What follows belongs to an exercise in optimizing a design on an open flow for small area; a production flow would make more cautious choices.
The RTL was checked by simulation tests, not by an equivalence proof against the original design.
Power figures rest on the tool's default switching activity, not on a simulated workload.

## violet
Design ballDisplay, start of the top module:
module ballDisplay
(
    input  logic        clk,
    input  logic        reset,
    input  logic        run,
    input  logic [9:0]  ballSize,
    output logic [23:0] rgb,
    output logic [9:0]  pixelX,
    output logic [9:0]  pixelY,
    output logic        displayOn,
    output logic        hSyncN,
    output logic        vSyncN
);
    logic       justReset;
    logic       xEnd;
    logic       yEnd;
    logic [9:0] xInc;
    logic [9:0] yInc;
    logic [9:0] curX;
    logic [9:0] curY;
    logic       xVis;
    logic       yVis;
    logic       onNext;
    logic       hSyncNext;
    logic       vSyncNext;
    logic       frameTick;
    rippleAdd #(.W(10)) i_xInc (.a(pixelX), .b(10'd0), .ci(1'b1), .s(xInc), .co());
    rippleAdd #(.W(10)) i_yInc (.a(pixelY), .b(10'd0), .ci(1'b1), .s(yInc), .co());
    always_comb
    begin
        xEnd = (pixelX == 10'd799);
        yEnd = (pixelY == 10'd524);
        curX = xEnd ? 10'd0 : {xInc[9:1], xInc[0] & ~justReset};
        if (!xEnd)
            curY = pixelY;
        else if (yEnd)
            curY = 10'd0;
        else
            curY = yInc;
        xVis      = !(curX[9] && (curX[8] || curX[7]));
        yVis      = !curY[9] && (curY[8:5] != 4'b1111);
        onNext    = xVis && yVis;
        hSyncNext = !((curX[9:7] == 3'b101) && (curX[6:4] != 3'b000) && (curX[6:4] != 3'b111));
  ...
For scale: ~1000 cells after synthesis.
==> flow/config.mk <==
export PLATFORM = sky130hd
export DESIGN_NAME = ballDisplay
export DESIGN_NICKNAME = ballDisplay
export VERILOG_FILES = /design/flow/design.v
export SDC_FILE = /design/flow/constraint.sdc
export NUM_CORES = 4
export LEC_CHECK = 0
export ABC_AREA = 1
export CAP_MARGIN = 20
export CORE_MARGIN = 2
export CORE_UTILIZATION = 70
export SLEW_MARGIN = 20
==> flow/constraint.sdc <==
create_clock -name core_clock -period 12.0 [get_ports {clk}]
set_input_delay 2.4000 -clock core_clock [delete_from_list [all_inputs] [get_ports {clk}]]
set_output_delay 2.4000 -clock core_clock [all_outputs]
set_load 0.01 [all_outputs]
standard.sh (not shown) runs the stock make flow with config.mk's settings and CLKGATE_MAP_FILE= SYNTH_SCRIPT=/design/flow/synth_recipe.tcl, a recipe that flattens the netlist after the stock synthesis.
==> flow/flow/run.sh <==
#!/bin/bash
# The standard layout (the standard.sh: standard synthesis, floorplan, placement, CTS,
# routing, finish) with three ORFS settings changed:
# * the buffer that placement puts on every input and output port is the smallest buffer,
#   sky130_fd_sc_hd__buf_1, instead of the one buffer_ports picks itself (every port still gets
#   its own buffer);
# * clock tree synthesis builds the tree from clkbuf_4 and clkbuf_8 only (not clkbuf_16) and
#   adds no dummy load cells;
# * after floorplan, flow/restructure.tcl (POST_FLOORPLAN_TCL) re-maps the logic for area with
#   OpenROAD's restructure (ABC; registers untouched), on a copy of the library without the
#   platform's don't-use cells (flow/filter_lib.py), and then flow/downsize.tcl sets every logic
#   cell to the smallest drive strength of its cell family; the flow's later repairs size up where
#   needed.
set -euo pipefail
export BUFFER_PORTS_ARGS="-buffer_cell sky130_fd_sc_hd__buf_1"
export CTS_ARGS="-sink_clustering_enable -repair_clock_nets -buf_list \"sky130_fd_sc_hd__clkbuf_4 sky130_fd_sc_hd__clkbuf_8\" -dont_use_dummy_load"
export PRE_FLOORPLAN_TCL="$PWD/flow/restructure.tcl"
export POST_FLOORPLAN_TCL="$PWD/flow/downsize.tcl"
bash standard.sh finish > standard_flow.log 2>&1
==> flow/flow/downsize.tcl <==
# Run after floorplan (POST_FLOORPLAN_TCL): give every logic cell the smallest drive strength of its
# own cell family (same function, e.g. nand2_4 -> nand2_1), undoing the sizing synthesis did without
# placement. Placement's repair_design and the later timing repairs size cells up again where slew,
# capacitance or timing need it. Flip-flops, clock cells, adders, tie and tap cells are left alone.
set count 0
set saved 0.0
foreach inst [get_cells *] {
  set ref [get_property $inst ref_name]
  if {![regexp {^(sky130_fd_sc_hd__([a-z0-9]+))_([0-9]+)$} $ref -> base family size]} { continue }
  if {[regexp {^(df|dl|sdf|edf|sedf|clk|tap|conb|fill|decap|diode|ha|fa|lpflow|probe|bufbuf|bufinv|ebuf|einv)} $family]} { continue }
  set area [get_property [get_lib_cells $ref] area]
  set best ""
  set best_area $area
  foreach lc [get_lib_cells ${base}_*] {
    set name [get_property $lc name]
    if {![regexp "^${base}_\[0-9\]+\$" $name]} { continue }
    if {[get_property $lc dont_use]} { continue }
    set a [get_property $lc area]
    if {$a < $best_area} { set best $name; set best_area $a }
  }
  if {$best ne ""} {
    replace_cell $inst $best
    incr count
    set saved [expr {$saved + $area - $best_area}]
  }
}
puts "downsize: $count cells made smaller, [format %.1f $saved] um2 less"
==> flow/flow/filter_lib.py <==
"""Copy a liberty file without the cells named on the command line (the platform's don't-use
cells), so that restructure's ABC mapping cannot pick them.
usage: filter_lib.py IN OUT CELL..."""
import re
import sys

src, dst, drop = sys.argv[1], sys.argv[2], set(sys.argv[3:])
text = open(src).read()
out = []
pos = 0
for m in re.finditer(r'\n[ \t]*cell\s*\(\s*"?([\w]+)"?\s*\)\s*\{', text):
    if m.start() < pos or m.group(1) not in drop:
        continue
    depth = 0
    i = m.end() - 1
    while True:
        c = text[i]
        if c == '{':
            depth += 1
        elif c == '}':
            depth -= 1
            if depth == 0:
                break
        i += 1
    out.append(text[pos:m.start()])
    pos = i + 1
out.append(text[pos:])
open(dst, 'w').write(''.join(out))
==> flow/flow/restructure.tcl <==
# Run before floorplan (PRE_FLOORPLAN_TCL, right after the synthesized netlist is loaded): re-map the
# logic for area with OpenROAD's restructure (ABC; registers untouched), twice, on a copy of the
# library without the platform's don't-use cells.
set here [file dirname [file normalize [info script]]]
set work [file dirname $here]
file mkdir $work/rmp_work
set lib $work/rmp_work/restructure.lib
exec python3 $here/filter_lib.py [lindex $::env(LIB_FILES) 0] $lib {*}$::env(DONT_USE_CELLS)
set before [rsz::design_area]
foreach pass {1 2} {
  restructure -liberty_file $lib -target area -tielo_port sky130_fd_sc_hd__conb_1/LO \
    -tiehi_port sky130_fd_sc_hd__conb_1/HI -work_dir $work/rmp_work -abc_logfile $work/rmp_abc$pass.log
  puts "restructure pass $pass: design area [format %.1f [expr {$before * 1e12}]] -> [format %.1f [expr {[rsz::design_area] * 1e12}]] um2"
}
For violet, the flow was terminated by a tool error in 2_1_floorplan and produced no final design.
### violet -> xenon
Settings: CORE_UTILIZATION changed from 70 to 40.
diff --git a/flow/flow/run.sh b/flow/flow/run.sh
--- a/flow/flow/run.sh
+++ b/flow/flow/run.sh
@@ -15,5 +15,4 @@
 export BUFFER_PORTS_ARGS="-buffer_cell sky130_fd_sc_hd__buf_1"
-export CTS_ARGS="-sink_clustering_enable -repair_clock_nets -buf_list \"sky130_fd_sc_hd__clkbuf_4 sky130_fd_sc_hd__clkbuf_8\" -dont_use_dummy_load"
-export PRE_FLOORPLAN_TCL="$PWD/flow/restructure.tcl"
-export POST_FLOORPLAN_TCL="$PWD/flow/downsize.tcl"
+export CTS_ARGS="-sink_clustering_enable -repair_clock_nets -root_buf sky130_fd_sc_hd__clkbuf_8 -buf_list sky130_fd_sc_hd__clkbuf_8 -sink_clustering_size 30 -sink_clustering_max_diameter 200 -dont_use_dummy_load"
+export POST_FLOORPLAN_TCL="$PWD/flow/restructure.tcl"
 bash standard.sh finish > standard_flow.log 2>&1
==> flow/flow/restructure.tcl <==
# Run after floorplan (POST_FLOORPLAN_TCL): re-map the logic for area with OpenROAD's restructure
# (ABC, registers untouched) on a copy of the library without the platform's don't-use cells, then
# give every logic cell the smallest drive strength of its family (downsize.tcl).
set here [file dirname [file normalize [info script]]]
set work [file dirname $here]
file mkdir $work/rmp_work
set lib $work/rmp_work/restructure.lib
exec python3 $here/filter_lib.py [lindex $::env(LIB_FILES) 0] $lib {*}$::env(DONT_USE_CELLS)
set before [rsz::design_area]
restructure -liberty_file $lib -target area -tielo_port sky130_fd_sc_hd__conb_1/LO \
  -tiehi_port sky130_fd_sc_hd__conb_1/HI -work_dir $work/rmp_work -abc_logfile $work/rmp_abc.log
puts "restructure: design area [format %.1f [expr {$before * 1e12}]] -> [format %.1f [expr {[rsz::design_area] * 1e12}]] um2"
source $here/downsize.tcl
==> notes.md <==
xenon ran to completion and came out clean on the timing, design-rule and antenna checks. Across both runs, synthesized area per cell was higher for xenon than for violet. Diff violet -> xenon: horizontal die dimension saw an increase; row count climbed about 40%. In xenon relative to violet, gate count of the mapped netlist had gone up by a few percent. Synthesized area up 15% in xenon wrt violet. xenon vs. violet: initial standard-cell utilization of the core decreased by 30 points relative to the old numbers; vertical extent of the die increased by 40% relative to the old numbers.
The inputs of lagoon differ from those of xenon as listed below.
==> flow/flow/run.sh <==
#!/bin/bash
# The standard layout (the standard.sh: standard synthesis, floorplan, placement, CTS,
# routing, finish) with three ORFS settings changed:
# * the buffer that placement puts on every input and output port is the smallest buffer,
#   sky130_fd_sc_hd__buf_1, instead of the one buffer_ports picks itself (every port still gets
#   its own buffer);
# * clock tree synthesis builds the tree from clkbuf_4 and clkbuf_8 only (not clkbuf_16) and
#   adds no dummy load cells;
# * after floorplan, flow/downsize.tcl (POST_FLOORPLAN_TCL) sets every logic cell to the
#   smallest drive strength of its cell family; the flow's later repairs size up where needed.
set -euo pipefail
export BUFFER_PORTS_ARGS="-buffer_cell sky130_fd_sc_hd__buf_1"
export CTS_ARGS="-sink_clustering_enable -repair_clock_nets -buf_list \"sky130_fd_sc_hd__clkbuf_4 sky130_fd_sc_hd__clkbuf_8\" -dont_use_dummy_load"
export POST_FLOORPLAN_TCL="$PWD/flow/restructure.tcl"
bash standard.sh finish > standard_flow.log 2>&1
diff --git a/flow/flow/restructure.tcl b/flow/flow/restructure.tcl
--- a/flow/flow/restructure.tcl
+++ b/flow/flow/restructure.tcl
@@ -7,3 +7,3 @@
 set lib $work/rmp_work/restructure.lib
-exec python3 $here/filter_lib.py [lindex $::env(LIB_FILES) 0] $lib {*}$::env(DONT_USE_CELLS)
+exec python3 $here/filter_lib.py $::env(LIB_FILES) $lib {*}$::env(DONT_USE_CELLS)
 set before [rsz::design_area]
Notes after the runs:
- Going from xenon to lagoon, area share of fa/ha/maj cells after synthesis about even; number of flip-flops and latches in the synthesized netlist about even.
- Reported for lagoon and xenon, count of distinct cell types in the synthesized netlist turned out identical to the last digit.
- Synthesized area: xenon vs lagoon identical
- Number of flops mapped to enable cells by yosys: xenon vs lagoon identical
- From xenon to lagoon, synthesized cell count did not move at all.
- As far as initial standard-cell utilization of the core goes, xenon and lagoon are indistinguishable; the numbers are identical.
- xenon -> lagoon: placement row count delta 0, exact match
- Of lagoon and xenon, only lagoon never reached the final stage.
- For lagoon, the flow was terminated by a tool error in 2_1_floorplan and produced no final design.
Input-level comparison between juniper and lagoon:
diff --git a/flow/flow/run.sh b/flow/flow/run.sh
--- a/flow/flow/run.sh
+++ b/flow/flow/run.sh
@@ -13,3 +13,3 @@
 export CTS_ARGS="-sink_clustering_enable -repair_clock_nets -buf_list \"sky130_fd_sc_hd__clkbuf_4 sky130_fd_sc_hd__clkbuf_8\" -dont_use_dummy_load"
-export POST_FLOORPLAN_TCL="$PWD/flow/restructure.tcl"
+export POST_FLOORPLAN_TCL="$PWD/flow/downsize.tcl"
 bash standard.sh finish > standard_flow.log 2>&1
removed: flow/flow/filter_lib.py
removed: flow/flow/restructure.tcl
Results
On portion of the post-synthesis area used by sequential elements, juniper tracks lagoon almost exactly.
Re cell count after synthesis: no difference whatsoever between juniper and lagoon.
juniper: full flow OK, the timing, design-rule and antenna checks passed
From lagoon to juniper, post-synthesis share of cell area spent on full adders, half adders and majority gates did not move at all.
Width of the die: juniper vs lagoon, no meaningful difference
Diff lagoon..juniper | number of enable flip-flop cells after synthesis | unchanged
### juniper -> pepper
==> flow/flow/run.sh <==
#!/bin/bash
# The standard layout (the standard.sh: standard synthesis, floorplan, placement, CTS,
# routing, finish) with two ORFS settings changed:
# * the buffer that placement puts on every input and output port is the smallest buffer,
#   sky130_fd_sc_hd__buf_1, instead of the one buffer_ports picks itself (every port still gets
#   its own buffer);
# * clock tree synthesis builds the tree from clkbuf_4 and clkbuf_8 only (not clkbuf_16) and
#   adds no dummy load cells.
set -euo pipefail
export BUFFER_PORTS_ARGS="-buffer_cell sky130_fd_sc_hd__buf_1"
export CTS_ARGS="-sink_clustering_enable -repair_clock_nets -root_buf sky130_fd_sc_hd__clkbuf_8 -buf_list sky130_fd_sc_hd__clkbuf_4 -sink_clustering_buffer sky130_fd_sc_hd__clkbuf_4 -sink_clustering_size 8 -sink_clustering_max_diameter 40 -dont_use_dummy_load"
bash standard.sh finish > standard_flow.log 2>&1
removed: flow/flow/downsize.tcl
--- outcome ---
In pepper, the non-clock buffer count came out 3.3% below the value in juniper.
Between pepper and juniper, the number of vias in the routed layout does not differ in any meaningful way.
Going from juniper to pepper, post-route worst setup slack grows by 250 ps.
Going from juniper to pepper, design area rose 160 um2, required time reported for the critical path endpoint fell 30 ps, placed cell count about even.

========
ballDisplay again, from the RTL that the note above started with.
// ballDisplay
module ballDisplay
(
    input  logic        clk,
    input  logic        reset,
    input  logic        run,
    input  logic [9:0]  ballSize,
    output logic [23:0] rgb,
    output logic [9:0]  pixelX,
    output logic [9:0]  pixelY,
    output logic        displayOn,
    output logic        hSyncN,
    output logic        vSyncN
);
export LEC_CHECK = 0
export ABC_AREA = 1
export CAP_MARGIN = 20
export CORE_MARGIN = 2
export CORE_UTILIZATION = 40
export SLEW_MARGIN = 20
create_clock -name core_clock -period 12.0 [get_ports {clk}]
==> flow/flow/run.sh <==
#!/bin/bash
# The standard layout (the standard.sh: standard synthesis, floorplan, placement, CTS,
# routing, finish) with three ORFS settings changed:
# * the buffer that placement puts on every input and output port is the smallest buffer,
#   sky130_fd_sc_hd__buf_1, instead of the one buffer_ports picks itself (every port still gets
#   its own buffer);
# * clock tree synthesis builds the tree from clkbuf_4 and clkbuf_8 only (not clkbuf_16) and
#   adds no dummy load cells;
# * after floorplan, flow/downsize.tcl (POST_FLOORPLAN_TCL) sets every logic cell to the
#   smallest drive strength of its cell family; the flow's later repairs size up where needed.
set -euo pipefail
export BUFFER_PORTS_ARGS="-buffer_cell sky130_fd_sc_hd__buf_1"
export CTS_ARGS="-sink_clustering_enable -repair_clock_nets -buf_list \"sky130_fd_sc_hd__clkbuf_4 sky130_fd_sc_hd__clkbuf_8\" -dont_use_dummy_load"
export POST_FLOORPLAN_TCL="$PWD/flow/restructure.tcl"
bash standard.sh finish > standard_flow.log 2>&1
==> flow/flow/restructure.tcl <==
file mkdir $::env(PWD)/rmp_work
set before [rsz::design_area]
restructure -liberty_file $::env(LIB_FILES) -target area -tielo_port sky130_fd_sc_hd__conb_1/LO -tiehi_port sky130_fd_sc_hd__conb_1/HI -work_dir $::env(PWD)/rmp_work -abc_logfile $::env(PWD)/rmp_abc.log
puts "restructure: design area [format %.1f [expr {$before * 1e12}]] -> [format %.1f [expr {[rsz::design_area] * 1e12}]] um2"
source $::env(PWD)/flow/downsize.tcl
Other scripts of this flow, unchanged in this note and not shown: flow/flow/downsize.tcl
The first run failed in 2_1_floorplan.
==> next run, changes <==
--- a/flow/flow/run.sh
+++ b/flow/flow/run.sh
@@ -7,6 +7,9 @@
 # * clock tree synthesis builds the tree from clkbuf_4 and clkbuf_8 only (not clkbuf_16) and
 #   adds no dummy load cells;
-# * after floorplan, flow/downsize.tcl (POST_FLOORPLAN_TCL) sets every logic cell to the
-#   smallest drive strength of its cell family; the flow's later repairs size up where needed.
+# * after floorplan, flow/restructure.tcl (POST_FLOORPLAN_TCL) re-maps the logic for area with
+#   OpenROAD's restructure (ABC; registers untouched), on a copy of the library without the
+#   platform's don't-use cells (flow/filter_lib.py), and then flow/downsize.tcl sets every logic
+#   cell to the smallest drive strength of its cell family; the flow's later repairs size up where
+#   needed.
 set -euo pipefail
 export BUFFER_PORTS_ARGS="-buffer_cell sky130_fd_sc_hd__buf_1"
==> flow/flow/filter_lib.py (new file) <==
"""Copy a liberty file without the cells named on the command line (the platform's don't-use
cells), so that restructure's ABC mapping cannot pick them.
usage: filter_lib.py IN OUT CELL..."""
import re
import sys

src, dst, drop = sys.argv[1], sys.argv[2], set(sys.argv[3:])
text = open(src).read()
out = []
pos = 0
for m in re.finditer(r'\n[ \t]*cell\s*\(\s*"?([\w]+)"?\s*\)\s*\{', text):
    if m.start() < pos or m.group(1) not in drop:
        continue
    depth = 0
    i = m.end() - 1
    while True:
        c = text[i]
        if c == '{':
            depth += 1
        elif c == '}':
            depth -= 1
            if depth == 0:
                break
        i += 1
    out.append(text[pos:m.start()])
    pos = i + 1
out.append(text[pos:])
open(dst, 'w').write(''.join(out))
==> flow/flow/restructure.tcl (replaced) <==
# Run after floorplan (POST_FLOORPLAN_TCL): re-map the logic for area with OpenROAD's restructure
# (ABC, registers untouched) on a copy of the library without the platform's don't-use cells, then
# give every logic cell the smallest drive strength of its family (downsize.tcl).
set here [file dirname [file normalize [info script]]]
set work [file dirname $here]
file mkdir $work/rmp_work
set lib $work/rmp_work/restructure.lib
exec python3 $here/filter_lib.py [lindex $::env(LIB_FILES) 0] $lib {*}$::env(DONT_USE_CELLS)
set before [rsz::design_area]
restructure -liberty_file $lib -target area -tielo_port sky130_fd_sc_hd__conb_1/LO \
  -tiehi_port sky130_fd_sc_hd__conb_1/HI -work_dir $work/rmp_work -abc_logfile $work/rmp_abc.log
puts "restructure: design area [format %.1f [expr {$before * 1e12}]] -> [format %.1f [expr {[rsz::design_area] * 1e12}]] um2"
source $here/downsize.tcl
Outcome: The new run completed with no timing, DRC or antenna violations. Synthesized cell count does not change. Area after synthesis is unchanged.
==> next run, changes <==
--- a/flow/flow/run.sh
+++ b/flow/flow/run.sh
@@ -5,6 +5,6 @@
 #   sky130_fd_sc_hd__buf_1, instead of the one buffer_ports picks itself (every port still gets
 #   its own buffer);
-# * clock tree synthesis builds the tree from clkbuf_4 and clkbuf_8 only (not clkbuf_16) and
-#   adds no dummy load cells;
+# * clock tree synthesis builds the tree from clkbuf_4 below a clkbuf_8 root (not clkbuf_16)
+#   and adds no dummy load cells;
 # * after floorplan, flow/restructure.tcl (POST_FLOORPLAN_TCL) re-maps the logic for area with
 #   OpenROAD's restructure (ABC; registers untouched), on a copy of the library without the
@@ -14,5 +14,5 @@
 set -euo pipefail
 export BUFFER_PORTS_ARGS="-buffer_cell sky130_fd_sc_hd__buf_1"
-export CTS_ARGS="-sink_clustering_enable -repair_clock_nets -buf_list \"sky130_fd_sc_hd__clkbuf_4 sky130_fd_sc_hd__clkbuf_8\" -dont_use_dummy_load"
+export CTS_ARGS="-sink_clustering_enable -repair_clock_nets -root_buf sky130_fd_sc_hd__clkbuf_8 -buf_list sky130_fd_sc_hd__clkbuf_4 -dont_use_dummy_load"
 export POST_FLOORPLAN_TCL="$PWD/flow/restructure.tcl"
 bash standard.sh finish > standard_flow.log 2>&1
CORE_UTILIZATION = 70   (was 40)
Result:
- sequential power is about the same
- synthesized cell count is unchanged
- worst setup slack gains 0.013 ns
- non-clock buffer count does not change
==> next run, changes <==
--- a/flow/flow/run.sh
+++ b/flow/flow/run.sh
@@ -5,6 +5,6 @@
 #   sky130_fd_sc_hd__buf_1, instead of the one buffer_ports picks itself (every port still gets
 #   its own buffer);
-# * clock tree synthesis builds the tree from clkbuf_4 below a clkbuf_8 root (not clkbuf_16)
-#   and adds no dummy load cells;
+# * clock tree synthesis builds the tree from clkbuf_4 and clkbuf_8 only (not clkbuf_16) and
+#   adds no dummy load cells;
 # * after floorplan, flow/restructure.tcl (POST_FLOORPLAN_TCL) re-maps the logic for area with
 #   OpenROAD's restructure (ABC; registers untouched), on a copy of the library without the
@@ -14,5 +14,5 @@
 set -euo pipefail
 export BUFFER_PORTS_ARGS="-buffer_cell sky130_fd_sc_hd__buf_1"
-export CTS_ARGS="-sink_clustering_enable -repair_clock_nets -root_buf sky130_fd_sc_hd__clkbuf_8 -buf_list sky130_fd_sc_hd__clkbuf_4 -dont_use_dummy_load"
+export CTS_ARGS="-sink_clustering_enable -repair_clock_nets -buf_list \"sky130_fd_sc_hd__clkbuf_4 sky130_fd_sc_hd__clkbuf_8\" -dont_use_dummy_load"
 export POST_FLOORPLAN_TCL="$PWD/flow/restructure.tcl"
 bash standard.sh finish > standard_flow.log 2>&1
Setup slack gets better by 0.034 ns.
Final area went up by about 1.3%.
Combinational power hardly moves.
Non-clock buffer count does not change.
Core utilization went up by 0.87 points.
Global-route usage went up by 0.23 points.
Synthesized area stays the same.
Total power went up by about 10%.
Sequential cell count does not change.
Sequential share of layout area went down by 0.37 points.

## re-timing with driven ports
Ports are ideal in the flow. The routed layouts listed here were re-timed in OpenROAD.
Step 1: set_driving_cell puts a clkbuf_16 on clk and a buf_2 on each other input, an assumption about the parent block.
Step 2 adds t to the input delays and takes it off the output delays; t is the mean of the earliest and latest rising clock arrival at the registers after step 1. Input paths then give back, and output paths get back, about the clock's delay inside the block.
Slacks: ideal / step 1 / step 2; pairs: ideal / step 1.
run	shift t [ns]	slack for setup (ns)	pins driven straight from the clock port
xenon	0.474	1.460 / 1.460 / 1.460	1
juniper	0.476	1.184 / 1.184 / 1.184	1
pepper	0.443	1.434 / 1.434 / 1.434	1
the second run of note 2	0.474	1.460 / 1.460 / 1.460	1
the third run of note 2	0.450	1.473 / 1.473 / 1.473	1
the fourth run of note 2	0.481	1.508 / 1.508 / 1.508	1
After both steps every run listed still meets setup and hold.
